Context: an optimization exercise on an open-source flow, tuned for small area and a short achievable clock period. The choices shown serve that exercise and are no tape-out recipe.
At most, simulation tests tie the RTL to the original design; equivalence was not proved.
Only the layout flow was run in runs 5 and 6; the RTL was not checked for function there.
No activity file was given, so power comes from the tool's default toggle rates.

==> flow/config.mk <==
export PLATFORM = sky130hd
export DESIGN_NAME = mem_responder
export DESIGN_NICKNAME = mem_responder
export VERILOG_FILES = /design/flow/design.v
export SDC_FILE = /design/flow/constraint.sdc
export NUM_CORES = 4
export LEC_CHECK = 0
export CAP_MARGIN = 20
export CORE_MARGIN = 2
export CORE_UTILIZATION = 60
export CTS_BUF_LIST = sky130_fd_sc_hd__clkbuf_8 sky130_fd_sc_hd__clkbuf_16
export CTS_CLUSTER_DIAMETER = 70
export CTS_CLUSTER_SIZE = 30
export SETUP_SLACK_MARGIN = 1.8
export SLEW_MARGIN = 20
==> flow/constraint.sdc <==
create_clock -name core_clock -period 4.0 [get_ports {clk}]
set_input_delay 0.8000 -clock core_clock [delete_from_list [all_inputs] [get_ports {clk}]]
set_output_delay 0.8000 -clock core_clock [all_outputs]
set_load 0.01 [all_outputs]
==> flow/design.v <==
module mem_responder #(
   parameter int DATA_W      = 16,
   parameter int ADDR_W      = 8,
   parameter int WAIT_CYCLES = 2,
   parameter int PROT_LIMIT  = 16
) (
   input  logic              clk,
   input  logic              reset,
   input  logic [15:0]       mem_addr,
   input  logic [DATA_W-1:0] mem_data_in,
   input  logic              mem_rd,
   input  logic              mem_wr,
   output logic [DATA_W-1:0] mem_data_out,
   output logic              mem_ready,
   output logic              mem_busy,
   output logic              mem_err
);
   localparam int NR = 32;    
   localparam int L  = 8;     
   localparam int NT = 3;     
   localparam int NI = 2;     
   localparam int TSTP = 3;
   localparam int ISTP = 5;
   logic c1_q, c2_q, c3_q, rdy_q, busy_q, erro_q;
   logic accept;
   logic err_q;
   assign accept = ~busy_q & (mem_rd | mem_wr);
   always_ff @(posedge clk or posedge reset) begin
      if (reset) begin
         c1_q   <= 1'b0;
         c2_q   <= 1'b0;
         c3_q   <= 1'b0;
         rdy_q  <= 1'b0;
         busy_q <= 1'b0;
         erro_q <= 1'b0;
      end else begin
         c1_q   <= accept;
         c2_q   <= c1_q;
         c3_q   <= c2_q;
         rdy_q  <= c3_q;
         busy_q <= accept | c1_q | c2_q | c3_q;
         erro_q <= c3_q & err_q;
      end
   end
   assign mem_busy  = busy_q;
   assign mem_ready = rdy_q;
   assign mem_err   = erro_q;
   logic              take;
   logic              oor_in;
   logic [2:0]        t_q;            
   logic [2:0]        tn;
   logic [L-1:0]      tp_q;           
   logic [L-1:0]      wj;
   logic [L-1:0]      pos_t;
   logic [L-1:0]      pos_q, pos_d;   
   logic [NR-1:0]     rsel_q, rsel_d;  
   logic              pw_q, pw_d;     
   logic [DATA_W-1:0] wdata_q;
   assign take   = accept & ~reset;
   assign oor_in = mem_addr[15:8] != 8'd0;
   assign pw_d   = take ? (mem_wr & ~mem_rd & ~oor_in) : pw_q;
   assign tn     = t_q + 3'd2;
   assign wj     = 8'd1 << mem_addr[2:0];
   always_comb begin
      pos_t = '0;
      for (int k = 0; k < L; k++)
         for (int m = 0; m < L; m++)
            pos_t[k] = pos_t[k] | (wj[m] & tp_q[(m - k + L) % L]);
   end
   assign pos_d  = take ? pos_t : {pos_q[0], pos_q[L-1:1]};    
   assign rsel_d = take ? (32'd1 << mem_addr[7:3]) : rsel_q;
   always_ff @(posedge clk) begin
      t_q    <= t_q + 3'd1;
      tp_q   <= 8'd1 << tn;
      pos_q  <= pos_d;
      rsel_q <= rsel_d;
      pw_q   <= pw_d;
      if (take) begin
         err_q   <= (mem_rd & mem_wr) | oor_in;
         wdata_q <= mem_data_in;
      end
   end
   logic [NI-1:0] ins_q [NR];
   logic [NT-1:0] tap_q [NR];
   logic          rd_ok_q, rd_ok_d;
   assign rd_ok_d = take ? ~oor_in : rd_ok_q;
   always_ff @(posedge clk) rd_ok_q <= rd_ok_d;
   for (genvar r = 0; r < NR; r++) begin : g_sel
      for (genvar m = 0; m < NI; m++) begin : g_ins
         always_ff @(posedge clk) ins_q[r][m] <= pw_d & rsel_d[r] & pos_d[m * ISTP];
      end
      for (genvar m = 0; m < NT; m++) begin : g_tap
         always_ff @(posedge clk) tap_q[r][m] <= rd_ok_d & rsel_d[r] & pos_d[m * TSTP];
      end
   end
   function automatic int pol(input int s);
      int n;
      n = 0;
      for (int k = s; k < L; k++) begin
         if (((k + 1) % L) % ISTP == 0) n = n + 1;
      end
      pol = n % 2;
   endfunction
   logic [DATA_W-1:0] ring [NR][L];
   for (genvar r = 0; r < NR; r++) begin : g_ring
      for (genvar s = 0; s < L; s++) begin : g_slot
         localparam int NXT = (s + 1) % L;
         if (NXT % ISTP == 0) begin : g_mux
            localparam bit P = pol(s) != 0;
            always_ff @(posedge clk)
               ring[r][s] <= ~(ins_q[r][NXT / ISTP] ? (wdata_q ^ {DATA_W{~P}}) : ring[r][NXT]);
         end else begin : g_shift
            always_ff @(posedge clk) ring[r][s] <= ring[r][NXT];
         end
      end
   end
   logic [DATA_W-1:0] rmux;
   logic [DATA_W-1:0] rdata_q;
   always_comb begin
      rmux = '0;
      for (int r = 0; r < NR; r++)
         for (int m = 0; m < NT; m++)
            rmux = rmux | ({DATA_W{tap_q[r][m]}} & (ring[r][m * TSTP] ^ {DATA_W{pol(m * TSTP) != 0}}));
   end
   always_ff @(posedge clk) begin
      rdata_q <= (c1_q ? '0 : rdata_q) | rmux;
   end
   assign mem_data_out = rdata_q;
endmodule
==> flow/run.sh <==
#!/bin/bash
# synth_recipe.tcl (not shown) runs the flow's synth.tcl, then flattens the netlist and writes it again
# the make line also repeats each setting of config.mk as NAME=value (left out here)
make -C /OpenROAD-flow-scripts/flow DESIGN_CONFIG=/design/flow/config.mk WORK_HOME=/design/flow/orfs CLKGATE_MAP_FILE= SYNTH_SCRIPT=/design/flow/synth_recipe.tcl finish
==> results.sh, run 1 <==
export IMPL_hpwlAfterDp_um=270200
export IMPL_num_vias=64040
export IMPL_p_leak_nw=45.08
export IMPL_hold_violations=0
export IMPL_detail_route_antenna_nets=0
export IMPL_viasPerCell=6.408
export IMPL_num_nets_final=7569
export IMPL_grt_overflow=0
export IMPL_cts_max_level=4
export IMPL_power_density_mw_per_mm2=553.7
export IMPL_drt_iter0_markers=11370
export IMPL_fmax_mhz=425.8
export IMPL_relSlewSlack_pct=10.69
export IMPL_portBuffers=54
export IMPL_cts_tree="done"
export IMPL_fin_tns_setup_ns=0
export IMPL_gp_congestion=0.9678
export IMPL_antenna_found_initial=62
export IMPL_syn_area_per_cell_um2=14.75
export IMPL_clk_pin_slew_ns=0.11
export IMPL_final_cells=9995
export IMPL_rows=156
export IMPL_grt_pass1_wl_um=550700
export IMPL_critPathCaptureType="flip-flop"
export IMPL_slew_violations=0
export IMPL_synth_edf_count=17
export IMPL_drc=0
export IMPL_ys_dominant_reg_cell="dfxtp_1"
export IMPL_hp_class="input port to async pin"
export IMPL_ctsRootBufferMaster="clkbuf_16"
export IMPL_async_flop_share_pct=0.1380
export IMPL_routed_wl_um=429700
export IMPL_synth_top_area_share_pct=78.99
export IMPL_ys_types=64
export IMPL_numCtsBuffers=169
export IMPL_cts_max_path_buffers=3
export IMPL_dpl_cell_area_mm2=0.1138
export IMPL_synth_top_area_cell="dfxtp_1"
export IMPL_clkSinkCount=4348
export IMPL_ir_drop_v=0.0005197
export IMPL_gr_usage_all_layers_pct=45.44
export IMPL_io_pins=55
export IMPL_grt_pass1_vias=58060
export IMPL_synth_fp_nets=7471
export IMPL_cap_violations=0
export IMPL_dp_cells=9659
export IMPL_layout_setup_ws_ns=1.651
export IMPL_criticalPathCategory="flip-flop to flip-flop"
export IMPL_start_util_pct=60.52
export IMPL_layout_drive_gt1_share_pct=10.28
export IMPL_cp_start_kind="flip-flop"
export IMPL_worst_pin_slew_ns=1.340
export IMPL_rsz0062_at_grt="true"
export IMPL_synthCells=7431
export IMPL_power_w=0.06652
export IMPL_firstDrtPassIters=10
export IMPL_stdcell_area_mm2=0.1201
export IMPL_clock_latency_ns=0.90
export IMPL_ys_seq_area_share_pct=79.59
export IMPL_grt_max_degree=98
export IMPL_setup_violations=0
export IMPL_finalCritPeriodShare_pct=58.71
export IMPL_synth_area_leaders="dfxtp_1 79%, mux2i_1 9.4%, a22oi_1 1.5%"
export IMPL_yosys_register_bits=4348
export IMPL_clock_skew_ns=0.04539
export IMPL_dp_slack_ns=0.6585
export IMPL_status="no timing/DRC/antenna violations"
export IMPL_core_area_mm2=0.1811
export IMPL_worstPathArrival_ns=3.17
export IMPL_routedWlPerCell_um=43.00
export IMPL_syn_area_mm2=0.1096
export IMPL_yosysWarnings=4
export IMPL_die_h_um=431.4
export IMPL_die_w_um=431.4
export IMPL_post_route_min_period_ns=2.349
export IMPL_worst_path_max_fanout=9
export IMPL_cp_data_required_time_ns=4.82
export IMPL_areaGrowthSynthToFinish_pct=9.590
export IMPL_die_area_mm2=0.1861
-- stage by stage --
stage | util (%) | hold slack (ns)
global placement | 62.78 | 0.3095
finish | 66.32 | 0.2018
floorplan | - | 0.3096
detailed placement | 62.81 | 0.3121
CTS | 65.99 | 0.1658
global route | 66.28 | 0.2027
-- cell type report --
class                           count  area [um^2]
Clock inverter                     53        469.2
Timing Repair Buffer              363         3253
Sequential cell                  4348        87650
Inverter                          112        561.8
Antenna cell                       30        75.07
Clock buffer                      184         4514
Fill cell                       13280        61000
Tap cell                         2370         2965
Multi-Input combinational cell   2535        20640
-- sequential cells by signal (all words and copies together), names as in the netlist, 3 cells and up --
signal,flops
t_q,3
pos_q,8
tap_q,96
ins_q,64
tp_q,8
rsel_q,32
rdata_q,16
ring,4096
wdata_q,16
-- routing by layer --
metal  wire, um  share of wire [%]  track usage, %
met4      33440                7.8           30.78
met3      54780                 13           13.54
met1     165800                 39           61.00
met2     175500                 41           63.32
met5        191              0.044               0
-- final timing paths --
kind	startpoint	endpoint	slack [ns]	cells after the start
hold reg to reg	ring[36][12]	ring[35][12]	0.31	0
setup reg to reg	tap_q[10][2]	rdata_q[2]	1.65	6
hold / removal	reset	c2_q	0.20	2
setup / recovery	tap_q[10][2]	rdata_q[2]	1.65	6
min in group core_clock	ring[36][12]	ring[35][12]	0.31	0
max in group asynchronous	reset	erro_q	3.58	2
-- logic make-up after synthesis --
kind of cell,share of synthesized area (%)
compound gates,5.991
flops,79.59
fa+ha+maj,0.04566
simple gates,2.960
mux,9.476
buf+inv,1.913
xor+xnor,0.02397
-- layout by cell type, fill, tap and decap left out, types with 40 or more instances in the layout --
master,netlist,routed
nor3_1,112,111
o2111ai_1,61,60
a22o_1,60,60
mux2i_1,1031,1031
o22ai_1,40,40
inv_1,110,103
buf_4,0,265
a221oi_1,55,50
nand2_1,256,255
dfxtp_2,0,62
a2bb2oi_1,112,112
nand4_1,54,54
o21ai_0,101,100
o211a_1,42,42
dfxtp_1,4325,4175
clkbuf_16,0,177
a22oi_1,220,202
nor2_1,88,87
dfxtp_4,0,88
-- critical path, cell delays in order (launching register included) --
cell and delay (ns):
dfxtp_1 0.81, clkinv_8 0.38, buf_4 0.34, o21ai_0 0.44, nor2_1 0.09, nand3_1 0.07, nand4b_1 0.11
-- cells in the mapped netlist (37+ instances only) --
library cell	number
buf_1	37
nor3_1	112
clkbuf_1	372
o2111ai_1	61
nand4_1	54
nor2_1	88
o21ai_0	101
o22ai_1	40
inv_1	110
a22oi_1	220
a2bb2oi_1	112
nor4_1	37
o211a_1	42
a22o_1	60
mux2i_1	1031
dfxtp_1	4325
nand2_1	256
a221oi_1	55
-- where the power goes --
| part | internal [W] | switching (W) | leakage [nW] |
|---|---|---|---|
| clock network | 0.00857 | 0.0131 | 2.53 |
| registers | 0.0434 | 0.0000836 | 36.4 |
| logic | 0.000320 | 0.00109 | 6.20 |
| total | 0.0523 | 0.0142 | 45.1 |
-- what timing repair did --
action	CTS	global route
hold buffers	0	0
resized for setup	244	55
endpoints found under the setup margin	161	158
pin swaps	0	4
buffers inserted	33	35
==> inputs of run 2 (changes only) <==
--- a/flow/config.mk
+++ b/flow/config.mk
@@ -12,4 +12,4 @@
 export CTS_CLUSTER_DIAMETER = 70
 export CTS_CLUSTER_SIZE = 30
-export SETUP_SLACK_MARGIN = 1.8
+export SETUP_SLACK_MARGIN = 1.9
 export SLEW_MARGIN = 20
==> run 2 against run 1 <==
  * Still clean
  * Clock power about the same
  * Sequential power about the same
  * Hold slack improved by 0.11 ns
  * Synthesized area unchanged
  * Sequential share of layout area decreased by 0.46 points
  * Die area unchanged
  * Critical path depth decreased by 5
  * Register-to-register slack improved by 0.15 ns
  * Fmax increased by 4.5%
  * Critical endpoint is now mem_data_out[7]
==> results.sh, run 2 <==
export IMPL_die_h_um=431.4
export IMPL_clkSinkCount=4348
export IMPL_critPathCaptureType="output port"
export IMPL_final_cell_mix="4175 x dfxtp_1, 1031 x mux2i_1, 276 x buf_4, 255 x nand2_1, 191 x a22oi_1"
export IMPL_routed_wl_um=428000
export IMPL_status="no timing/DRC/antenna violations"
export IMPL_fin_tns_setup_ns=0
export IMPL_gr_usage_met3_pct=13.83
export IMPL_fmax_mhz=445.1
export IMPL_worst_path_max_delay_cell="dfxtp_4"
export IMPL_worst_pin_slew_ns=1.328
export IMPL_regMostFlops="ring"
export IMPL_fin_util_pct=66.72
export IMPL_layout_drive_gt1_share_pct=11.50
export IMPL_hold_violations=0
export IMPL_cts_max_level=4
export IMPL_worstPathArrival_ns=1.45
export IMPL_ys_types=64
export IMPL_clock_latency_ns=0.89
export IMPL_detail_route_antenna_nets=0
export IMPL_worst_path_max_fanout=2
export IMPL_reg_top3="ring (4096), tap_q (96), ins_q (64)"
export IMPL_num_vias=64650
export IMPL_io_pins=55
export IMPL_syn_area_mm2=0.1096
export IMPL_nFillCells=13140
export IMPL_startpoint="rdata_q[7]"
export IMPL_yosys_register_bits=4348
export IMPL_grt_pass1_wl_um=546300
export IMPL_relSlewSlack_pct=11.49
export IMPL_num_nets_final=7604
export IMPL_firstDrtPassIters=5
export IMPL_viasPerCell=6.439
export IMPL_synth_fp_nets=7471
export IMPL_top_usage_layer="met1"
export IMPL_grt_pass1_vias=57520
export IMPL_cap_violations=0
export IMPL_cp_start_kind="flip-flop"
export IMPL_cts_max_path_buffers=3
export IMPL_cp_data_required_time_ns=3.20
export IMPL_cp_top_family="flip-flops"
export IMPL_antenna_found_initial=63
export IMPL_drc=0
export IMPL_seqCellArea_mm2=0.08763
export IMPL_die_area_mm2=0.1861
export IMPL_finalCritPeriodShare_pct=56.17
export IMPL_syn_area_per_cell_um2=14.75
export IMPL_portBuffers=54
export IMPL_ctsRootBufferMaster="clkbuf_16"
export IMPL_yosysMostFrequentCell="dfxtp_1"
export IMPL_critPathMaxStageDelay_ns=0.43
export IMPL_r2r_start="ins_q[3][0]"
export IMPL_start_util_pct=60.52
export IMPL_synth_top_area_cell="dfxtp_1"
export IMPL_areaGrowthSynthToFinish_pct=10.25
export IMPL_gr_usage_met2_pct=61.73
export IMPL_grt_overflow=0
export IMPL_clk_pin_slew_ns=0.11
export IMPL_hpwlAfterDp_um=273200
export IMPL_multi_input_area_mm2=0.02088
export IMPL_setup_violations=0
export IMPL_gr_usage_all_layers_pct=45.12
export IMPL_synthCells=7431
export IMPL_rows=156
export IMPL_synth_top_area_share_pct=78.99
export IMPL_core_area_mm2=0.1811
export IMPL_die_w_um=431.4
export IMPL_synth_area_leaders="dfxtp_1 79%, mux2i_1 9.4%, a22oi_1 1.5%"
export IMPL_routedWlPerCell_um=42.62
export IMPL_ir_drop_v=0.0004468
export IMPL_slew_violations=0
export IMPL_path_buf_inv=1
export IMPL_yosysWarnings=4
export IMPL_clock_skew_ns=0.04079
export IMPL_criticalPathCategory="flip-flop to output port"
export IMPL_ys_seq_area_share_pct=79.59
export IMPL_synthTopCellsByCount="4325 x dfxtp_1, 1031 x mux2i_1, 372 x clkbuf_1, 256 x nand2_1, 220 x a22oi_1"
export IMPL_grt_max_degree=63
export IMPL_ys_dominant_reg_cell="dfxtp_1"
export IMPL_gp_congestion=0.9976
export IMPL_hp_class="flip-flop to flip-flop"
export IMPL_numCtsBuffers=169
export IMPL_post_route_min_period_ns=2.247
export IMPL_largest_register_ffs=4096
export IMPL_cts_tree="done"
export IMPL_crit_chain="buf_6"
export IMPL_cts_hold_buffers_added=0
export IMPL_final_common_cell="dfxtp_1"
export IMPL_synth_edf_count=17
export IMPL_grtUsageMet1_pct=63.20
export IMPL_p_leak_nw=45.30
export IMPL_worstHoldStart="ring[186][1]"
export IMPL_async_flop_share_pct=0.1380
export IMPL_drt_iter0_markers=11510
export IMPL_power_density_mw_per_mm2=553.6
export IMPL_rsz0062_at_grt="true"
-- run 2: changes by cell type in the layout (fill, tap and decap cells not counted), sizes merged --
cell	change
clkbuf	+3
clkinv	-7
inv	+3
clkinvlp	+9
clkdlybuf4s50	-2
bufinv	-1
clkdlybuf4s15	+1
buf	+32
diode	+7
-- run 2: timing repair --
item | 4_1_cts | 5_1_grt
buffers inserted | 50 | 27
gates cloned | 0 | 4
endpoints found under the setup margin | 226 | 228
pin swaps | 8 | 7
resized for setup | 303 | 73
-- run 2: final cells by class --
class	instances	area share (%)
timing repair inverter	4	0.01657
inverter	112	0.4856
tap	2370	2.454
timing repair buffer	394	2.990
antenna	37	0.07662
sequential	4348	72.51
clock buffer	187	3.779
clock inverter	53	0.4131
multi-input combinational	2535	17.28
-- run 2: layer usage --
metal | vias up | share of wire, % | wire length, um
li1 | 25630 | - | -
met1 | 32850 | 39 | 168700
met2 | 5048 | 40 | 171800
met3 | 1096 | 13 | 57490
met4 | 28 | 6.9 | 29700
met5 | - | 0.045 | 194
-- run 2: metrics by stage --
| stage | area (um^2) | worst slack (ns) | power [W] | instances | hold slack (ns) |
|---|---|---|---|---|---|
| 2_1_floorplan | 110000 | 1.796 | 0.04528 | 7431 | 0.3096 |
| 3_3_place_gp | 114000 | 0.4808 | 0.04595 | 9681 | 0.3095 |
| 3_5_place_dp | 114000 | 0.4700 | 0.04595 | 9682 | 0.3121 |
| 4_1_cts | 120200 | 1.727 | 0.06664 | 9972 | 0.3173 |
| 5_1_grt | 120800 | 1.739 | 0.06837 | 10010 | 0.3214 |
| 6_report | 120800 | 1.753 | 0.06691 | 10040 | 0.3079 |
-- run 2: logic make-up after synthesis --
family          Yosys count  share of synthesized area [%]
flops                  4348                          79.59
mux                    1035                          9.476
compound gates          827                          5.991
simple gates            666                          2.960
buf+inv                 548                          1.913
fa+ha+maj                 4                        0.04566
xor+xnor                  3                        0.02397
-- run 2: power breakdown --
group | switching, W | total [W] | leakage [nW] | internal, W
Sequential | 0.0000929 | 0.0435 | 36.3 | 0.0434
Combinational | 0.00118 | 0.00158 | 6.41 | 0.000404
Clock | 0.0131 | 0.0218 | 2.54 | 0.00868
-- run 2: worst paths after layout --
| kind | endpoint | slack (ns) | cells after the start |
|---|---|---|---|
| max in group asynchronous | c1_q | 3.54 | 3 |
| setup reg to reg | ring[31][3] | 1.80 | 2 |
| hold / removal | ring[185][1] | 0.31 | 0 |
| setup / recovery | mem_data_out[7] | 1.75 | 1 |
| min in group asynchronous | busy_q | 0.34 | 3 |
| hold reg to reg | ring[185][1] | 0.31 | 0 |
==> inputs of run 3 (changes only) <==
--- a/flow/config.mk
+++ b/flow/config.mk
@@ -14,2 +14,3 @@
 export SETUP_SLACK_MARGIN = 1.9
 export SLEW_MARGIN = 20
+export TNS_END_PERCENT = 10
==> run 3 against run 2 <==
  * Still clean
  * Combinational power shrank 8%
  * Power shrank 0.19%
  * Core utilization shrank 0.36 points
  * Worst setup slack lost 0.14 ns
  * Final cell count shrank 0.30%
  * Non-clock buffer count shrank 19
  * Clock power is essentially flat
  * Critical endpoint is now rdata_q[7]
==> results.sh, run 3 <==
export IMPL_finalCritPeriodShare_pct=59.57
export IMPL_yosys_register_bits=4348
export IMPL_numCtsBuffers=172
export IMPL_multi_input_area_mm2=0.02065
export IMPL_criticalPathCategory="flip-flop to flip-flop"
export IMPL_hold_violations=0
export IMPL_drt_iter0_markers=11120
export IMPL_ys_types=64
export IMPL_hpwlAfterDp_um=275000
export IMPL_ff2ff_path_depth=6
export IMPL_cts_hold_buffers_added=0
export IMPL_areaGrowthSynthToFinish_pct=9.648
export IMPL_die_h_um=431.4
export IMPL_die_area_mm2=0.1861
export IMPL_drc=0
export IMPL_hold_ws_ns=0.2410
export IMPL_p_leak_nw=45.13
export IMPL_cts_max_level=4
export IMPL_syn_area_mm2=0.1096
export IMPL_routedWlPerCell_um=42.74
export IMPL_post_route_min_period_ns=2.383
export IMPL_synth_area_leaders="dfxtp_1 79%, mux2i_1 9.4%, a22oi_1 1.5%"
export IMPL_seqCellArea_mm2=0.08761
export IMPL_syn_area_per_cell_um2=14.75
export IMPL_cp_data_required_time_ns=4.77
export IMPL_reg2reg_setup_slack_ns=1.62
export IMPL_yosysMostFrequentCell="dfxtp_1"
export IMPL_worst_pin_slew_ns=1.335
export IMPL_worst_path_max_fanout=10
export IMPL_core_area_mm2=0.1811
export IMPL_fmax_mhz=419.7
export IMPL_regToRegEndpoint="rdata_q[7]"
export IMPL_routed_wl_um=427900
export IMPL_final_common_cell="dfxtp_1"
export IMPL_status="no timing/DRC/antenna violations"
export IMPL_cts_max_path_buffers=3
export IMPL_worstPathArrival_ns=3.16
export IMPL_synth_edf_count=17
export IMPL_antenna_found_initial=68
export IMPL_io_pins=55
export IMPL_cap_violations=0
export IMPL_r2r_start="tap_q[2][0]"
export IMPL_rows=156
export IMPL_gr_usage_all_layers_pct=45.13
export IMPL_slew_violations=0
export IMPL_portBuffers=54
export IMPL_firstDrtPassIters=8
export IMPL_layout_drive_gt1_share_pct=10.71
export IMPL_synthTopCellsByCount="4325 x dfxtp_1, 1031 x mux2i_1, 372 x clkbuf_1, 256 x nand2_1, 220 x a22oi_1"
export IMPL_grt_pass1_vias=58290
export IMPL_fin_tns_setup_ns=0
export IMPL_regMostFlops="ring"
export IMPL_detail_route_antenna_nets=0
export IMPL_ys_seq_area_share_pct=79.59
export IMPL_critPathCaptureType="flip-flop"
export IMPL_viasPerCell=6.388
export IMPL_clock_skew_ns=0.05838
export IMPL_largest_register_ffs=4096
export IMPL_synth_top_area_cell="dfxtp_1"
export IMPL_grt_pass1_wl_um=547000
export IMPL_reg_top3="ring (4096), tap_q (96), ins_q (64)"
export IMPL_ys_dominant_reg_cell="dfxtp_1"
export IMPL_num_vias=63950
export IMPL_hp_class="input port to async pin"
export IMPL_synthCells=7431
export IMPL_relSlewSlack_pct=11.02
export IMPL_final_cell_mix="4173 x dfxtp_1, 1031 x mux2i_1, 274 x buf_4, 255 x nand2_1, 197 x a22oi_1"
export IMPL_async_flop_share_pct=0.1380
export IMPL_gp_congestion=0.9772
export IMPL_clkSinkCount=4348
export IMPL_setup_violations=0
export IMPL_synth_top_area_share_pct=78.99
export IMPL_power_density_mw_per_mm2=555.6
export IMPL_ir_drop_v=0.0004629
export IMPL_grt_max_degree=98
export IMPL_cp_start_kind="flip-flop"
export IMPL_rsz0062_at_grt="true"
export IMPL_die_w_um=431.4
export IMPL_clock_latency_ns=0.90
export IMPL_num_nets_final=7585
export IMPL_nFillCells=13030
export IMPL_clk_pin_slew_ns=0.11
export IMPL_grt_overflow=0
export IMPL_start_util_pct=60.52
export IMPL_ctsRootBufferMaster="clkbuf_16"
export IMPL_yosysWarnings=4
export IMPL_cts_tree="done"
export IMPL_synth_fp_nets=7471
[run 3: cell counts after synthesis]
No cell type changed its count.
[run 3: repair_timing]
action                                  in CTS  in global routing
endpoints found under the setup margin     217                242
gates cloned                                 0                  1
pin swaps                                    4                  2
resized for setup                          255                 44
buffers inserted                            51                 14
[run 3: layout make-up]
type | instances | share of cell area (%)
multi-input combinational | 2535 | 17.18
sequential | 4348 | 72.89
antenna | 29 | 0.06038
inverter | 112 | 0.4320
clock inverter | 54 | 0.4372
tap | 2370 | 2.467
timing repair buffer | 375 | 2.759
timing repair inverter | 1 | 0.006246
clock buffer | 186 | 3.769
[run 3: worst max-delay path by stage]
stage,startpoint,end
4_1_cts,rdata_q[9],mem_data_out[9]
6_report,tap_q[2][0],rdata_q[7]
3_3_place_gp,mem_rd,tap_q[2][0]
3_5_place_dp,reset,tap_q[31][1]
5_1_grt,tap_q[10][2],rdata_q[9]
2_1_floorplan,mem_rd,tap_q[15][0]
[run 3: cells by family after synthesis]
logic type,count (synthesis),share of synthesized area [%]
adders and majority gates,4,0.04566
buffers and inverters,548,1.913
DFF,4348,79.59
AOI/OAI and AO/OA,827,5.991
muxes,1035,9.476
xor gates and xnor gates,3,0.02397
and+or+nand+nor,666,2.960
[run 3: power breakdown]
| group | internal [W] | total, W | leakage, nW | switching (W) |
|---|---|---|---|---|
| clock | 0.00864 | 0.0218 | 2.54 | 0.0132 |
| sequential | 0.0434 | 0.0435 | 36.3 | 0.000100 |
| combinational | 0.000352 | 0.00145 | 6.24 | 0.00110 |
| total | 0.0524 | 0.0668 | 45.1 | 0.0144 |
[run 3: worst max-delay path, stage by stage (launching register included)]
cell,delay (ns)
dfxtp_4,0.54
buf_4,0.37
a22oi_1,0.30
o221ai_1,0.20
a2111oi_1,0.50
and4_1,0.25
nand4_1,0.08
[run 3: per-stage QoR]
step                      power, W  worst slack, ns  std cells  util [%]  area (um^2)
after global routing       0.06825            1.694       9983     66.32       120100
after floorplan            0.04525            1.796       7431         -       109900
final                      0.06678            1.617      10010     66.36       120200
after detailed placement   0.04589           0.6533       9675     62.87       113900
after CTS                  0.06651            1.726       9966     66.16       119800
after global placement     0.04589           0.6510       9673     62.83       113800
[run 3: routing by layer]
| layer | up-vias | GRT usage [%] | wire length [um] | share of wire (%) |
|---|---|---|---|---|
| met4 | 28 | 28.36 | 31480 | 7.4 |
| met5 | - | 0.6245 | 294 | 0.069 |
| met1 | 32540 | 61.60 | 167900 | 39 |
| li1 | 25550 | - | - | - |
| met2 | 4727 | 61.91 | 172700 | 40 |
| met3 | 1100 | 14.49 | 55460 | 13 |
==> inputs of run 4 (changes only) <==
--- a/flow/config.mk
+++ b/flow/config.mk
@@ -8,5 +8,5 @@
 export CAP_MARGIN = 20
 export CORE_MARGIN = 2
-export CORE_UTILIZATION = 60
+export CORE_UTILIZATION = 65
 export CTS_BUF_LIST = sky130_fd_sc_hd__clkbuf_8 sky130_fd_sc_hd__clkbuf_16
 export CTS_CLUSTER_DIAMETER = 70
@@ -14,3 +14,2 @@
 export SETUP_SLACK_MARGIN = 1.9
 export SLEW_MARGIN = 20
-export TNS_END_PERCENT = 10
==> run 4 against run 3 <==
  * Fmax fell by 0.37%
  * Synthesized cell count stayed put
  * First-iteration DRC count up 6.2%
  * Worst setup slack got worse by 0.0088 ns
  * Count of clock-buffer cells in the layout is 7 lower
  * Core utilization grew 5.3 points
  * Final cell count decreased by 1.8%
  * Hold slack worse by 0.041 ns
  * Critical path depth down 1
  * Global-route usage rose by 2.5 points
  * Critical path type unchanged
  * Largest power group unchanged
==> results.sh, run 4 <==
export IMPL_status="no timing/DRC/antenna violations"
export IMPL_p_leak_nw=45.01
export IMPL_grt_overflow=0
export IMPL_layout_drive_gt1_share_pct=10.66
export IMPL_fin_tns_setup_ns=0
export IMPL_top_usage_layer="met1"
export IMPL_synthTopCellsByCount="4325 x dfxtp_1, 1031 x mux2i_1, 372 x clkbuf_1, 256 x nand2_1, 220 x a22oi_1"
export IMPL_path_common_cell="or4_1"
export IMPL_num_vias=65080
export IMPL_synth_top_area_share_pct=78.99
export IMPL_p_comb_share_pct=2.3
export IMPL_reg2reg_setup_slack_ns=1.61
export IMPL_grt_pass1_vias=58810
export IMPL_ff2ff_path_depth=5
export IMPL_cp_start_kind="flip-flop"
export IMPL_ys_seq_area_share_pct=79.59
export IMPL_hpwlAfterDp_um=265700
export IMPL_startpoint="tap_q[17][2]"
export IMPL_p_seq_share_pct=65.8
export IMPL_firstDrtPassIters=6
export IMPL_cp_top_family="simple AND/OR/NAND/NOR gates"
export IMPL_nFillCells=11290
export IMPL_async_flop_share_pct=0.1380
export IMPL_numCtsBuffers=167
export IMPL_num_nets_final=7567
export IMPL_power_density_mw_per_mm2=550.4
export IMPL_critPathCaptureType="flip-flop"
export IMPL_p_switching_w=0.01408
export IMPL_grtUsageMet1_pct=64.76
export IMPL_synth_edf_count=17
export IMPL_post_route_min_period_ns=2.392
export IMPL_start_util_pct=65.48
export IMPL_worstPathArrival_ns=3.15
export IMPL_detail_route_antenna_nets=0
export IMPL_hp_class="input port to async pin"
export IMPL_final_common_cell="dfxtp_1"
export IMPL_hold_violations=0
export IMPL_ctsRootBufferMaster="clkbuf_16"
export IMPL_cap_violations=0
export IMPL_io_pins=55
export IMPL_core_area_mm2=0.1674
export IMPL_cp_data_required_time_ns=4.76
export IMPL_relSlewSlack_pct=11.01
export IMPL_regMostFlops="ring"
export IMPL_regToRegEndpoint="rdata_q[8]"
export IMPL_r2r_start="tap_q[17][2]"
export IMPL_worst_pin_slew_ns=1.335
export IMPL_yosys_register_bits=4348
export IMPL_clk_pin_slew_ns=0.11
export IMPL_routed_wl_um=419600
export IMPL_die_w_um=414.7
export IMPL_pwr_share_clk_pct=31.9
export IMPL_synth_top_area_cell="dfxtp_1"
export IMPL_largest_register_ffs=4096
export IMPL_reg_top3="ring (4096), tap_q (96), ins_q (64)"
export IMPL_final_cell_mix="4175 x dfxtp_1, 1031 x mux2i_1, 255 x nand2_1, 240 x buf_4, 186 x a22oi_1"
export IMPL_drt_iter0_markers=11800
export IMPL_die_h_um=414.7
export IMPL_path_buf_inv=2
export IMPL_clkSinkCount=4348
export IMPL_clock_latency_ns=0.89
export IMPL_crit_path_end="rdata_q[8]"
export IMPL_worst_path_max_fanout=9
export IMPL_routedWlPerCell_um=42.70
export IMPL_viasPerCell=6.624
export IMPL_grt_pass1_wl_um=537800
export IMPL_criticalPathCategory="flip-flop to flip-flop"
export IMPL_areaGrowthSynthToFinish_pct=9.495
export IMPL_die_area_mm2=0.1719
export IMPL_rows=150
export IMPL_portBuffers=54
export IMPL_gr_usage_met3_pct=17.50
export IMPL_gr_usage_met2_pct=64.03
export IMPL_yosysMostFrequentCell="dfxtp_1"
export IMPL_slew_violations=0
export IMPL_synth_fp_nets=7471
export IMPL_cts_tree="done"
export IMPL_setup_violations=0
export IMPL_ir_drop_v=0.0006559
export IMPL_synth_area_leaders="dfxtp_1 79%, mux2i_1 9.4%, a22oi_1 1.5%"
export IMPL_synthCells=7431
export IMPL_switching_share_pct=21.31
export IMPL_cp_num_cells=5
export IMPL_ys_types=64
export IMPL_gr_usage_all_layers_pct=47.66
export IMPL_worst_path_max_delay_cell="or4_1"
export IMPL_drc=0
export IMPL_gp_congestion=0.9774
export IMPL_critPathMaxStageDelay_ns=0.56
export IMPL_finalCritPeriodShare_pct=59.79
export IMPL_cts_max_level=4
export IMPL_dp_cells=9492
export IMPL_dpl_cell_area_mm2=0.1136
export IMPL_rsz0062_at_grt="true"
export IMPL_stdcell_area_mm2=0.1200
export IMPL_fmax_mhz=418.1
export IMPL_clock_skew_ns=0.05277
export IMPL_syn_area_per_cell_um2=14.75
export IMPL_grt_max_degree=98
export IMPL_crit_chain="inv_1, buf_4, o2111ai_1, or4_1, or4_1"
export IMPL_cts_hold_buffers_added=0
export IMPL_p_int_w=0.05198
export IMPL_ys_dominant_reg_cell="dfxtp_1"
export IMPL_antenna_found_initial=65
export IMPL_final_cells=9826
export IMPL_syn_area_mm2=0.1096
export IMPL_yosysWarnings=4
export IMPL_cts_max_path_buffers=3
-- run 4: routing by layer --
| layer | vias up | share of wire, % | routed length, um |
|---|---|---|---|
| met1 | 32510 | 37 | 156300 |
| met2 | 5604 | 39 | 165600 |
| met4 | 50 | 7.8 | 32730 |
| met3 | 1407 | 15 | 64490 |
| li1 | 25510 | - | - |
| met5 | - | 0.12 | 496 |
-- run 4: worst min path at each step --
stage,start,to,cells past startpoint
after global routing,reset,rdy_q,2
after CTS,reset,rdy_q,2
after detailed placement,ring[12][7],ring[11][7],0
after global placement,ring[161][4],ring[160][4],0
after floorplan,ring[1][0],ring[0][0],0
final,reset,rdy_q,2
-- run 4: kinds of logic (layout without fill, tap and decap cells) --
family	after synthesis	count (layout)	synth area share [%]
flip-flops	4348	4348	79.59
multiplexers	1035	1035	9.476
AO/OA/AOI/OAI	827	827	5.991
AND/OR/NAND/NOR	666	666	2.960
buffers and inverters	548	700	1.913
adder cells (fa/ha/maj)	4	4	0.04566
XOR/XNOR	3	3	0.02397
other	0	39	0
-- run 4: stage by stage --
step | util (%) | hold slack (ns) | worst slack [ns] | total power [W]
after floorplan | - | 0.3096 | 1.796 | 0.04528
after global placement | 67.84 | 0.3095 | 0.5565 | 0.04590
after detailed placement | 67.85 | 0.3121 | 0.5247 | 0.04590
after CTS | 71.19 | 0.1614 | 1.736 | 0.06572
after global routing | 71.65 | 0.2059 | 1.649 | 0.06733
final | 71.70 | 0.2001 | 1.608 | 0.06606
-- run 4: area by class of cell --
cell class | count | area [um^2] | share of cell area, %
timing repair buffer | 363 | 3393 | 2.827
antenna | 39 | 97.59 | 0.08131
sequential | 4348 | 87660 | 73.03
tap | 2204 | 2758 | 2.298
inverter | 112 | 541.8 | 0.4514
multi-input combinational | 2535 | 20810 | 17.34
clock inverter | 46 | 332.8 | 0.2773
clock buffer | 179 | 4434 | 3.694
-- run 4: repair_timing --
action / 4_1_cts / 5_1_grt
gates cloned: 0 / 5
gates resized for setup: 259 / 109
pin swaps: 6 / 14
setup endpoints to repair: 216 / 188
buffers inserted: 37 / 28
hold endpoints to repair: 0 / 0
-- run 4: power groups by stage --
stage | clock [W] | combinational (W) | sequential [W]
final | 0.0210 | 0.00153 | 0.0435
after global routing | 0.0223 | 0.00154 | 0.0435
after CTS | 0.0208 | 0.00141 | 0.0435
after detailed placement | 0 | 0.00140 | 0.0445
after global placement | 0 | 0.00139 | 0.0445
after floorplan | 0 | 0.000783 | 0.0445
==> inputs of run 5 (changes only) <==
--- a/flow/design.v
+++ b/flow/design.v
@@ -108,6 +108,17 @@
          if (NXT % ISTP == 0) begin : g_mux
             localparam bit P = pol(s) != 0;
-            always_ff @(posedge clk)
-               ring[r][s] <= ~(ins_q[r][NXT / ISTP] ? (wdata_q ^ {DATA_W{~P}}) : ring[r][NXT]);
+            logic [DATA_W-1:0] d;
+            logic [DATA_W-1:0] x;
+            assign x = wdata_q ^ {DATA_W{~P}};
+            for (genvar b = 0; b < DATA_W; b++) begin : g_bit
+               mem_responder_insmux u_mux (
+                  .sel  (ins_q[r][NXT / ISTP]),
+                  .seln (~ins_q[r][NXT / ISTP]),
+                  .x    (x[b]),
+                  .prev (ring[r][NXT][b]),
+                  .d    (d[b])
+               );
+            end
+            always_ff @(posedge clk) ring[r][s] <= d;
          end else begin : g_shift
             always_ff @(posedge clk) ring[r][s] <= ring[r][NXT];
@@ -128,2 +139,11 @@
    assign mem_data_out = rdata_q;
 endmodule
+module mem_responder_insmux (
+   input  logic sel,
+   input  logic seln,
+   input  logic x,
+   input  logic prev,
+   output logic d
+);
+   assign d = ~((sel | prev) & (seln | x));
+endmodule
--- a/flow/config.mk
+++ b/flow/config.mk
@@ -8,8 +8,10 @@
 export CAP_MARGIN = 20
 export CORE_MARGIN = 2
-export CORE_UTILIZATION = 65
+export CORE_UTILIZATION = 60
 export CTS_BUF_LIST = sky130_fd_sc_hd__clkbuf_8 sky130_fd_sc_hd__clkbuf_16
 export CTS_CLUSTER_DIAMETER = 70
 export CTS_CLUSTER_SIZE = 30
-export SETUP_SLACK_MARGIN = 1.9
+export SETUP_SLACK_MARGIN = 1.8
 export SLEW_MARGIN = 20
+export SYNTH_HIERARCHICAL = 1
+export SYNTH_MINIMUM_KEEP_SIZE = 0
==> run 5 against run 4 <==
  * Now fails the layout checks on antenna violations
  * Routed wire length increased by 20%
  * Global-route usage increased by 7.4 points
  * Die area increased by 3.8%
  * Final cell count increased by 5.0%
  * Hold slack got worse by 0.0095 ns
  * Clock skew decreased by 0.015 ns
  * Critical path type unchanged
  * Largest power group unchanged
  * Highest routed layer unchanged
==> results.sh, run 5 <==
export IMPL_die_h_um=422.4
export IMPL_dp_slack_ns=0.4486
export IMPL_numCtsBuffers=171
export IMPL_viasPerCell=7.350
export IMPL_relSlewSlack_pct=5.553
export IMPL_drt_iter0_markers=16180
export IMPL_power_w=0.06695
export IMPL_seqCellArea_mm2=0.08765
export IMPL_stdcell_area_mm2=0.1188
export IMPL_power_density_mw_per_mm2=563.6
export IMPL_start_util_pct=60.44
export IMPL_hpwlAfterDp_um=309000
export IMPL_multi_input_area_mm2=0.01717
export IMPL_synth_top_area_share_pct=82.42
export IMPL_reg_top3="ring (4096), tap_q (96), ins_q (64)"
export IMPL_cts_hold_buffers_added=0
export IMPL_p_int_w=0.05236
export IMPL_num_vias=75850
export IMPL_synth_top_area_cell="dfxtp_1"
export IMPL_startpoint="ins_q[14][1]"
export IMPL_antenna_found_initial=105
export IMPL_status="complete, but fails checks"
export IMPL_cap_violations=0
export IMPL_clk_pin_slew_ns=0.11
export IMPL_clock_latency_ns=0.92
export IMPL_ir_drop_v=0.0004877
export IMPL_criticalPathCategory="flip-flop to flip-flop"
export IMPL_layout_setup_ws_ns=1.488
export IMPL_setup_violations=0
export IMPL_finalCritPeriodShare_pct=62.79
export IMPL_p_switching_w=0.01459
export IMPL_ys_dominant_reg_cell="dfxtp_1"
export IMPL_rsz0062_at_grt="true"
export IMPL_hold_violations=0
export IMPL_synthCells=7260
export IMPL_crit_chain="buf_4, inv_1, buf_4, o22ai_1"
export IMPL_grt_overflow=0
export IMPL_final_cell_mix="4167 x dfxtp_1, 1064 x o22ai_1, 366 x buf_4, 269 x nand2_1, 181 x a22oi_1"
export IMPL_largest_register_ffs=4096
export IMPL_ys_types=72
export IMPL_clkSinkCount=4348
export IMPL_fmax_mhz=398.2
export IMPL_worst_path_max_delay_cell="inv_1"
export IMPL_ys_seq_area_share_pct=83.05
export IMPL_core_area_mm2=0.1738
export IMPL_yosys_register_bits=4348
export IMPL_critPathMaxStageDelay_ns=0.71
export IMPL_cp_data_required_time_ns=4.81
export IMPL_gr_usage_all_layers_pct=55.01
export IMPL_grt_max_degree=46
export IMPL_cts_tree="done"
export IMPL_routedWlPerCell_um=48.74
export IMPL_cts_max_level=4
export IMPL_path_common_cell="buf_4"
export IMPL_regToRegEndpoint="ring[116][13]"
export IMPL_p_seq_share_pct=65.0
export IMPL_synth_fp_nets=7300
export IMPL_critPathCaptureType="flip-flop"
export IMPL_switching_share_pct=21.79
export IMPL_crit_path_end="ring[116][13]"
export IMPL_yosysWarnings=13
export IMPL_synth_edf_count=17
export IMPL_hp_class="input port to async pin"
export IMPL_r2r_start="ins_q[14][1]"
export IMPL_nFillCells=12570
export IMPL_worst_pin_slew_ns=1.417
export IMPL_pwr_share_clk_pct=32.6
export IMPL_worst_path_max_fanout=17
export IMPL_reg2reg_setup_slack_ns=1.49
export IMPL_grt_pass1_wl_um=630500
export IMPL_syn_area_mm2=0.1051
export IMPL_detail_route_antenna_nets=1
export IMPL_die_area_mm2=0.1785
export IMPL_clock_skew_ns=0.03790
export IMPL_routed_wl_um=503000
export IMPL_fin_util_pct=68.34
export IMPL_ctsRootBufferMaster="clkbuf_16"
export IMPL_regMostFlops="ring"
export IMPL_final_common_cell="dfxtp_1"
export IMPL_portBuffers=54
export IMPL_syn_area_per_cell_um2=14.47
export IMPL_cp_start_kind="flip-flop"
export IMPL_dpl_cell_area_mm2=0.1105
export IMPL_firstDrtPassIters=10
export IMPL_areaGrowthSynthToFinish_pct=13.08
export IMPL_layout_drive_gt1_share_pct=13.04
export IMPL_die_w_um=422.4
export IMPL_drc=0
export IMPL_io_pins=55
export IMPL_rows=153
export IMPL_worstPathArrival_ns=3.32
export IMPL_p_leak_nw=45.96
export IMPL_synth_area_leaders="dfxtp_1 82%, o22ai_1 6.3%, a22oi_1 1.5%"
export IMPL_num_nets_final=7790
export IMPL_failed_checks="antenna violations"
export IMPL_cts_max_path_buffers=3
export IMPL_synthTopCellsByCount="4325 x dfxtp_1, 1064 x o22ai_1, 270 x nand2_1, 212 x a22oi_1, 171 x clkbuf_1"
export IMPL_slew_violations=0
export IMPL_gp_congestion=1.056
export IMPL_grt_pass1_vias=64460
export IMPL_p_comb_share_pct=2.4
export IMPL_yosysMostFrequentCell="dfxtp_1"
export IMPL_fin_tns_setup_ns=0
export IMPL_post_route_min_period_ns=2.512
export IMPL_ff2ff_path_depth=4
export IMPL_async_flop_share_pct=0.1380
==> run 5: cell types whose count changed in the layout (fill, tap and decap cells not counted), sizes merged, moves of 15 or more <==
| cell | change |
|---|---|
| mux2i | -1025 |
| nor2 | +19 |
| a2111oi | +15 |
| a2bb2oi | -25 |
| o22ai | +1024 |
| buf | +151 |
| diode | +150 |
| inv | +50 |
==> run 5: logic make-up (layout without fill, tap and decap cells) <==
logic type | after synthesis | after routing | share of synthesized area, %
AO/OA/AOI/OAI | 1843 | 1845 | 12.25
adder cells (fa/ha/maj) | 4 | 4 | 0.04764
flip-flops | 4348 | 4348 | 83.05
buffers and inverters | 361 | 905 | 1.316
other | 0 | 189 | 0
multiplexers | 10 | 10 | 0.1429
AND/OR/NAND/NOR | 691 | 691 | 3.169
XOR/XNOR | 3 | 3 | 0.02502
==> run 5: worst max-delay path: cells and delay by family (launching register included) <==
family / cells / cell delay (ns)
flip-flops: 1 / 0.32
buffers and inverters: 3 / 1.72
AO/OA/AOI/OAI: 1 / 0.27
==> run 5: how the worst min path moves through the flow <==
stage | start | end | slack [ns] | cells past startpoint
6_report | reset | erro_q | 0.19 | 2
5_1_grt | reset | c2_q | 0.21 | 2
4_1_cts | reset | c2_q | 0.17 | 2
3_5_place_dp | ring[121][13] | ring[120][13] | 0.31 | 0
3_3_place_gp | ring[81][4] | ring[80][4] | 0.31 | 0
2_1_floorplan | ring[1][0] | ring[0][0] | 0.31 | 0
==> run 5: cell type report <==
cell class / instances / share of cell area (%)
diodes: 189 / 0.3981
clock buffers: 178 / 3.721
clock inverters: 51 / 0.4550
inverters: 166 / 0.7710
multi-input cells: 2553 / 14.45
flip-flops and latches: 4348 / 73.78
well taps: 2325 / 2.449
repair buffers: 510 / 3.972
==> run 5: per-layer routing <==
metal,global-route usage (%),wire [um],up-vias
li1,-,-,27270
met1,67.20,171400,36990
met2,67.81,187400,9042
met3,33.18,93180,2495
met4,44.46,49800,58
met5,4.516,1262,-
==> run 5: power groups by stage <==
stage	Combinational, W	Clock, W	Sequential (W)
final	0.00162	0.0218	0.0435
after global routing	0.00161	0.0229	0.0435
after CTS	0.00150	0.0214	0.0435
after detailed placement	0.00141	0	0.0445
after global placement	0.00141	0	0.0445
after floorplan	0.000613	0	0.0446
==> run 5: Yosys stat by module, one instance, submodules excluded <==
| module | cells | times used | flops+latches |
|---|---|---|---|
| mem_responder_insmux | 1 | 1024 | 0 |
| mem_responder | 6236 | 1 | 4348 |
==> run 5: repair_timing <==
item	4_1_cts	5_1_grt
pin swaps	11	15
endpoints found under the setup margin	207	133
setup buffers	97	44
cloned	2	0
resized for setup	393	114
==> run 5: metrics by stage <==
step	hold WS, ns	std cells
finish	0.1905	10320
global route	0.2090	10160
CTS	0.1700	10090
detailed placement	0.3121	9758
global placement	0.3095	9756
floorplan	0.3096	7260
==> inputs of run 6 (changes only) <==
--- a/flow/config.mk
+++ b/flow/config.mk
@@ -12,5 +12,5 @@
 export CTS_CLUSTER_DIAMETER = 70
 export CTS_CLUSTER_SIZE = 30
-export SETUP_SLACK_MARGIN = 1.8
+export SETUP_SLACK_MARGIN = 1.9
 export SLEW_MARGIN = 20
 export SYNTH_HIERARCHICAL = 1
==> run 6 against run 5 <==
  * Now clean on timing, DRC and antenna
  * Clock power hardly changed
  * Critical path type unchanged
  * Core utilization is 0.52 points higher
  * First-iteration DRC count is 3.3% lower
  * Largest cell class unchanged
  * Hold slack better by 0.12 ns
  * Combinational power is 15% higher
  * Clock skew is 0.010 ns higher
  * Critical path depth is 1 higher
  * Register-to-register slack better by 0.14 ns
  * Fmax is 5.7% higher
==> results.sh, run 6 <==
export IMPL_hold_violations=0
export IMPL_synthTopCellsByCount="4325 x dfxtp_1, 1064 x o22ai_1, 270 x nand2_1, 212 x a22oi_1, 171 x clkbuf_1"
export IMPL_synth_area_leaders="dfxtp_1 82%, o22ai_1 6.3%, a22oi_1 1.5%"
export IMPL_core_area_mm2=0.1738
export IMPL_drc=0
export IMPL_routedWlPerCell_um=48.46
export IMPL_multi_input_area_mm2=0.01760
export IMPL_post_route_min_period_ns=2.376
export IMPL_final_cell_mix="4166 x dfxtp_1, 1064 x o22ai_1, 370 x buf_4, 268 x nand2_1, 179 x clkbuf_16"
export IMPL_numCtsBuffers=170
export IMPL_critPathCaptureType="flip-flop"
export IMPL_reg_top3="ring (4096), tap_q (96), ins_q (64)"
export IMPL_clk_pin_slew_ns=0.11
export IMPL_final_common_cell="dfxtp_1"
export IMPL_ys_dominant_reg_cell="dfxtp_1"
export IMPL_synth_edf_count=17
export IMPL_synth_top_area_cell="dfxtp_1"
export IMPL_cp_start_kind="flip-flop"
export IMPL_die_area_mm2=0.1785
export IMPL_die_h_um=422.4
export IMPL_synth_fp_nets=7300
export IMPL_worst_path_max_fanout=9
export IMPL_detail_route_antenna_nets=0
export IMPL_synthCells=7260
export IMPL_num_vias=75530
export IMPL_grt_max_degree=50
export IMPL_routed_wl_um=499100
export IMPL_antenna_found_initial=87
export IMPL_cts_max_path_buffers=3
export IMPL_grt_overflow=0
export IMPL_gr_usage_all_layers_pct=54.23
export IMPL_start_util_pct=60.44
export IMPL_firstDrtPassIters=13
export IMPL_synth_top_area_share_pct=82.42
export IMPL_fmax_mhz=420.9
export IMPL_largest_register_ffs=4096
export IMPL_worst_path_max_delay_cell="dfxtp_2"
export IMPL_cts_max_level=4
export IMPL_grt_pass1_wl_um=622500
export IMPL_clock_latency_ns=0.91
export IMPL_yosysWarnings=13
export IMPL_setup_violations=0
export IMPL_areaGrowthSynthToFinish_pct=13.94
export IMPL_io_pins=55
export IMPL_power_w=0.06694
export IMPL_nFillCells=12510
export IMPL_viasPerCell=7.334
export IMPL_finalCritPeriodShare_pct=59.40
export IMPL_rows=153
export IMPL_cap_violations=0
export IMPL_yosys_register_bits=4348
export IMPL_critPathMaxStageDelay_ns=0.51
export IMPL_clkSinkCount=4348
export IMPL_wl_met1_um=169400
export IMPL_ir_drop_v=0.0005641
export IMPL_dr_wl_met2_um=187800
export IMPL_regMostFlops="ring"
export IMPL_fin_tns_setup_ns=0
export IMPL_ctsRootBufferMaster="clkbuf_16"
export IMPL_grt_pass1_vias=64300
export IMPL_rsz0062_at_grt="true"
export IMPL_layout_drive_gt1_share_pct=14.41
export IMPL_wl_met3_um=91040
export IMPL_seqCellArea_mm2=0.08764
export IMPL_hold_ws_ns=0.3133
export IMPL_ys_seq_area_share_pct=83.05
export IMPL_syn_area_per_cell_um2=14.47
export IMPL_top_layer="met5"
export IMPL_portBuffers=54
export IMPL_slew_violations=0
export IMPL_async_flop_share_pct=0.1380
export IMPL_hp_class="flip-flop to flip-flop"
export IMPL_p_leak_nw=46.39
export IMPL_status="no timing/DRC/antenna violations"
export IMPL_cp_data_required_time_ns=4.78
export IMPL_yosysMostFrequentCell="dfxtp_1"
export IMPL_hpwlAfterDp_um=301100
export IMPL_relSlewSlack_pct=12.88
export IMPL_syn_area_mm2=0.1051
export IMPL_gp_congestion=1.060
export IMPL_clock_skew_ns=0.04834
export IMPL_ys_types=72
export IMPL_worst_pin_slew_ns=1.305
export IMPL_cts_tree="done"
export IMPL_worstPathArrival_ns=3.16
export IMPL_power_density_mw_per_mm2=559.3
export IMPL_crit_chain="buf_4, a22o_1, a2111oi_1, nand4_1, or4_1"
export IMPL_drt_iter0_markers=15640
export IMPL_die_w_um=422.4
export IMPL_criticalPathCategory="flip-flop to flip-flop"
export IMPL_num_nets_final=7831
-- run 6: cell counts after synthesis --
Identical to the previous run, type by type.
-- run 6: layout make-up --
type | instances | share of cell area [%]
clock inverters | 43 | 0.2749
clock buffers | 186 | 3.804
repair buffers | 550 | 4.556
repair inverters | 1 | 0.004181
inverters | 166 | 0.7422
diodes | 126 | 0.2634
multi-input cells | 2554 | 14.71
well taps | 2325 | 2.430
flip-flops and latches | 4348 | 73.22
-- run 6: cell families after synthesis --
group / after synthesis / synth area share [%]
AOI/OAI and AO/OA: 1843 / 12.25
xor gates and xnor gates: 3 / 0.02502
adders and majority gates: 4 / 0.04764
buffers and inverters: 361 / 1.316
DFF: 4348 / 83.05
muxes: 10 / 0.1429
and+or+nand+nor: 691 / 3.169
-- run 6: per-stage QoR --
step           area [um^2]  utilization [%]  setup slack, ns  std cells
2_1_floorplan       105400                -            1.879       7260
3_3_place_gp        110500            63.55           0.4436       9738
3_5_place_dp        110500            63.57           0.4456       9740
4_1_cts             118200            67.98            1.734      10130
5_1_grt             119400            68.68            1.672      10180
6_report            119700            68.86            1.624      10300
-- run 6: where the power goes --
part	internal [W]	switching [W]	leakage (nW)	total [W]
Sequential	0.0434	0.000118	36.4	0.0435
Combinational	0.000579	0.00128	7.58	0.00186
Clock	0.00833	0.0132	2.46	0.0215
Total	0.0523	0.0146	46.4	0.0669
-- run 6: critical path, delay by kind of cell (launching register included) --
kind	cells	cell delay, ns
AO/OA/AOI/OAI	2	0.75
buffers and inverters	1	0.36
flip-flops	1	0.51
AND/OR/NAND/NOR	2	0.62
-- run 6: path summary, 6_finish.rpt --
kind / start / endpoint / slack (ns) / cells past startpoint
setup reg to reg: tap_q[22][1] / rdata_q[15] / 1.62 / 5
min in group asynchronous: reset / erro_q / 0.32 / 3
max in group asynchronous: reset / c2_q / 3.58 / 3
hold reg to reg: ring[135][5] / ring[134][5] / 0.31 / 0
hold / removal: ring[135][5] / ring[134][5] / 0.31 / 0
setup / recovery: tap_q[22][1] / rdata_q[15] / 1.62 / 5
-- run 6: what timing repair did --
action                                  CTS  global route
endpoints found under the setup margin  252           244
cloned                                    4             2
endpoints found under the hold margin     0             0
hold buffers                              0             0
resized for setup                       454           144
buffers inserted                        155            41
pin swaps                                32            40
-- run 6: routing by layer --
metal	global-route usage, %	vias to the layer above
met4	42.68	54
met2	68.92	8645
met3	31.60	2494
li1	-	27290
met1	65.86	37050
met5	1.640	-
-- run 6: modules after synthesis (local to each module, per instance) --
| module | times used | cells | area (um^2) |
|---|---|---|---|
| mem_responder | 1 | 6236 | 98650 |
| mem_responder_insmux | 1024 | 1 | 6.256 |
==> inputs of run 7 (changes only) <==
--- a/flow/design.v
+++ b/flow/design.v
@@ -82,4 +82,5 @@
    end
    logic [NI-1:0] ins_q [NR];
+   logic [NI-1:0] insn_q [NR];    
    logic [NT-1:0] tap_q [NR];
    logic          rd_ok_q, rd_ok_d;
@@ -88,5 +89,6 @@
    for (genvar r = 0; r < NR; r++) begin : g_sel
       for (genvar m = 0; m < NI; m++) begin : g_ins
-         always_ff @(posedge clk) ins_q[r][m] <= pw_d & rsel_d[r] & pos_d[m * ISTP];
+         always_ff @(posedge clk) ins_q[r][m]  <= pw_d & rsel_d[r] & pos_d[m * ISTP];
+         always_ff @(posedge clk) insn_q[r][m] <= ~(pw_d & rsel_d[r] & pos_d[m * ISTP]);
       end
       for (genvar m = 0; m < NT; m++) begin : g_tap
@@ -114,5 +116,5 @@
                mem_responder_insmux u_mux (
                   .sel  (ins_q[r][NXT / ISTP]),
-                  .seln (~ins_q[r][NXT / ISTP]),
+                  .seln (insn_q[r][NXT / ISTP]),
                   .x    (x[b]),
                   .prev (ring[r][NXT][b]),
--- a/flow/config.mk
+++ b/flow/config.mk
@@ -12,5 +12,5 @@
 export CTS_CLUSTER_DIAMETER = 70
 export CTS_CLUSTER_SIZE = 30
-export SETUP_SLACK_MARGIN = 1.9
+export SETUP_SLACK_MARGIN = 1.8
 export SLEW_MARGIN = 20
 export SYNTH_HIERARCHICAL = 1
==> run 7 against run 6 <==
  * Still clean on timing, DRC and antenna
  * Clock skew is 0.0051 ns lower
  * Count of clock-buffer cells in the layout stayed put
  * Clock power is 2% higher
  * Hold slack worse by 0.13 ns
  * Via count is 0.20% higher
  * Critical path depth stayed put
  * Worst setup slack better by 0.051 ns
  * Fmax is 2.2% higher
  * Synthesized cell count is 0.99% higher
  * Critical path type unchanged
==> results.sh, run 7 <==
export IMPL_cts_tree="done"
export IMPL_portBuffers=54
export IMPL_grt_pass1_vias=64950
export IMPL_synth_edf_count=17
export IMPL_regMostFlops="ring"
export IMPL_post_route_min_period_ns=2.325
export IMPL_grt_overflow=0
export IMPL_synthCells=7332
export IMPL_routed_wl_um=507300
export IMPL_gp_congestion=1.057
export IMPL_synth_area_leaders="dfxtp_1 83%, o22ai_1 6.3%, a22oi_1 1.6%"
export IMPL_ys_seq_area_share_pct=83.15
export IMPL_die_w_um=425.2
export IMPL_critPathCaptureType="flip-flop"
export IMPL_finalCritPeriodShare_pct=58.14
export IMPL_cts_max_path_buffers=3
export IMPL_async_flop_share_pct=0.1360
export IMPL_ys_types=70
export IMPL_layout_drive_gt1_share_pct=12.81
export IMPL_cap_violations=0
export IMPL_slew_violations=0
export IMPL_ff2ff_path_depth=5
export IMPL_rows=154
export IMPL_fmax_mhz=430.0
export IMPL_final_cell_mix="4174 x dfxtp_1, 1064 x o22ai_1, 334 x buf_4, 300 x nand2_1, 197 x a22oi_1"
export IMPL_worst_path_max_fanout=9
export IMPL_areaGrowthSynthToFinish_pct=12.46
export IMPL_die_h_um=425.2
export IMPL_synth_top_area_share_pct=82.53
export IMPL_clock_skew_ns=0.04325
export IMPL_p_leak_nw=46.27
export IMPL_reg_top3="ring (4096), tap_q (96)"
export IMPL_numCtsBuffers=170
export IMPL_largest_register_ffs=4096
export IMPL_drt_iter0_markers=15330
export IMPL_num_nets_final=7829
export IMPL_cts_max_level=4
export IMPL_cp_data_required_time_ns=4.77
export IMPL_syn_area_per_cell_um2=14.52
export IMPL_yosysWarnings=15
export IMPL_dp_slack_ns=0.5209
export IMPL_status="no timing/DRC/antenna violations"
export IMPL_routedWlPerCell_um=49.14
export IMPL_ir_drop_v=0.0005695
export IMPL_die_area_mm2=0.1808
export IMPL_grt_pass1_wl_um=636400
export IMPL_firstDrtPassIters=10
export IMPL_drc=0
export IMPL_ctsRootBufferMaster="clkbuf_16"
export IMPL_synthTopCellsByCount="4389 x dfxtp_1, 1064 x o22ai_1, 301 x nand2_1, 220 x a22oi_1, 166 x clkbuf_1"
export IMPL_power_density_mw_per_mm2=566.5
export IMPL_clkSinkCount=4412
export IMPL_core_area_mm2=0.1763
export IMPL_hp_class="input port to async pin"
export IMPL_num_vias=75680
export IMPL_antenna_found_initial=72
export IMPL_ys_dominant_reg_cell="dfxtp_1"
export IMPL_criticalPathCategory="flip-flop to flip-flop"
export IMPL_yosys_register_bits=4412
export IMPL_yosysMostFrequentCell="dfxtp_1"
export IMPL_io_pins=55
export IMPL_seqCellArea_mm2=0.08903
export IMPL_final_common_cell="dfxtp_1"
export IMPL_cp_start_kind="flip-flop"
export IMPL_rsz0062_at_grt="true"
export IMPL_syn_area_mm2=0.1065
export IMPL_synth_fp_nets=7372
export IMPL_relSlewSlack_pct=3.281
export IMPL_worst_pin_slew_ns=1.451
export IMPL_cts_hold_buffers_added=0
export IMPL_start_util_pct=60.39
export IMPL_grt_max_degree=98
export IMPL_viasPerCell=7.331
export IMPL_synth_top_area_cell="dfxtp_1"
export IMPL_clock_latency_ns=0.92
export IMPL_worstPathArrival_ns=3.10
export IMPL_detail_route_antenna_nets=0
export IMPL_setup_violations=0
export IMPL_multi_input_area_mm2=0.01738
export IMPL_layout_setup_ws_ns=1.675
export IMPL_nFillCells=12650
export IMPL_dp_cells=9799
export IMPL_final_cells=10320
export IMPL_hold_violations=0
export IMPL_hpwlAfterDp_um=311300
export IMPL_gr_usage_all_layers_pct=55.02
export IMPL_fin_tns_setup_ns=0
export IMPL_clk_pin_slew_ns=0.11
run 7: cell types whose count changed in the layout (fill, tap and decap cells not counted), sizes merged, moves of 8 or more:
cell    change
buf        -73
dfxtp      +64
inv        -48
nand2b     +33
nand2      +31
clkinv     -10
diode       +9
a22oi       +8
a32oi       -8
run 7: logic make-up after synthesis:
family | Yosys count | synth area share, %
buffers and inverters | 301 | 1.105
adder cells (fa/ha/maj) | 4 | 0.04701
flip-flops | 4412 | 83.15
AND/OR/NAND/NOR | 758 | 3.435
multiplexers | 9 | 0.1316
XOR/XNOR | 3 | 0.02468
AO/OA/AOI/OAI | 1845 | 12.11
run 7: through the flow:
step | total power [W] | util (%) | hold slack (ns) | instance area (um^2)
2_1_floorplan | 0.04588 | - | 0.3096 | 106600
3_3_place_gp | 0.04659 | 63.30 | 0.3095 | 111600
3_5_place_dp | 0.04661 | 63.32 | 0.3121 | 111600
4_1_cts | 0.06729 | 67.27 | 0.1716 | 118600
5_1_grt | 0.06906 | 67.73 | 0.1820 | 119400
6_report | 0.06782 | 67.91 | 0.1811 | 119700
run 7: final cells by class:
type                       count  share of cell area (%)
antenna                      135                  0.2821
inverter                     103                  0.4650
clock buffer                 186                   3.812
clock inverter                45                  0.3323
tap                         2340                   2.445
multi-input combinational   2623                   14.52
timing repair inverter         1                0.007315
sequential                  4412                   74.36
timing repair buffer         478                   3.782
run 7: timing repair:
item / in CTS / in global routing
cloned: 5 / 2
gates resized for setup: 360 / 91
pin swaps: 14 / 14
setup endpoints to repair: 267 / 188
buffers inserted: 116 / 34
run 7: final timing paths:
kind	start	endpoint	slack, ns
hold / removal	reset	rdy_q	0.18
hold reg to reg	ring[97][5]	ring[96][5]	0.31
min in group core_clock	ring[97][5]	ring[96][5]	0.31
setup reg to reg	tap_q[24][1]	rdata_q[1]	1.67
setup / recovery	tap_q[24][1]	rdata_q[1]	1.67
max in group asynchronous	reset	c2_q	3.62
run 7: worst max-delay path: stages, from the launching register on:
cell,delay [ns]
dfxtp_4,0.49
buf_6,0.26
a222oi_1,0.65
or4b_4,0.54
nor3_2,0.12
nand4_1,0.10
run 7: where the power goes:
part | switching [W] | internal, W | total [W]
clock | 0.0133 | 0.00853 | 0.0219
sequential | 0.000127 | 0.0440 | 0.0442
combinational | 0.00128 | 0.000510 | 0.00179
run 7: layer usage:
metal	GRT usage, %	part of all wire (%)
met5	1.720	0.20
met4	46.60	11
met3	31.19	18
met2	70.12	38
met1	65.93	33
run 7: Yosys stat by module (local to each module, per instance):
module / cells / flip-flops and latches / cell area (um^2) / times used
mem_responder_insmux: 1 / 0 / 6.256 / 1024
mem_responder: 6308 / 4412 / 100100 / 1

-- separate check: timing with driven ports --
In the flow no input, the clock included, has a driving cell. The finished layouts below were timed again as built, in two steps.
Step 1 sets driving cells, clkbuf_16 on the clock port and buf_2 on the other inputs (assumed; they add their load-dependent delay and slew).
Step 2, shift: input delay + t, output delay - t, t = (earliest + latest rising clock arrival at the registers) / 2. This alone moves slack from input paths to output paths.
a / b / c = ideal / step 1 / step 2; a / b = the first two.
run	t, ns	setup WS [ns]	latest minus earliest clock arrival (ns)
run 1	0.970	1.651 / 1.651 / 0.969	0.049 / 0.048
run 2	0.972	1.753 / 1.659 / 1.068	0.052 / 0.052
run 3	0.961	1.617 / 1.617 / 0.999	0.059 / 0.059
run 4	0.968	1.608 / 1.608 / 1.025	0.053 / 0.053
run 5	0.998	1.488 / 1.488 / 0.994	0.046 / 0.046
run 6	0.983	1.624 / 1.624 / 1.031	0.056 / 0.056
run 7	0.999	1.675 / 1.623 / 0.895	0.044 / 0.043
For run 7, which loses most, drivers alone change the setup slack by -0.052 ns; drivers and shift together by -0.780 ns.
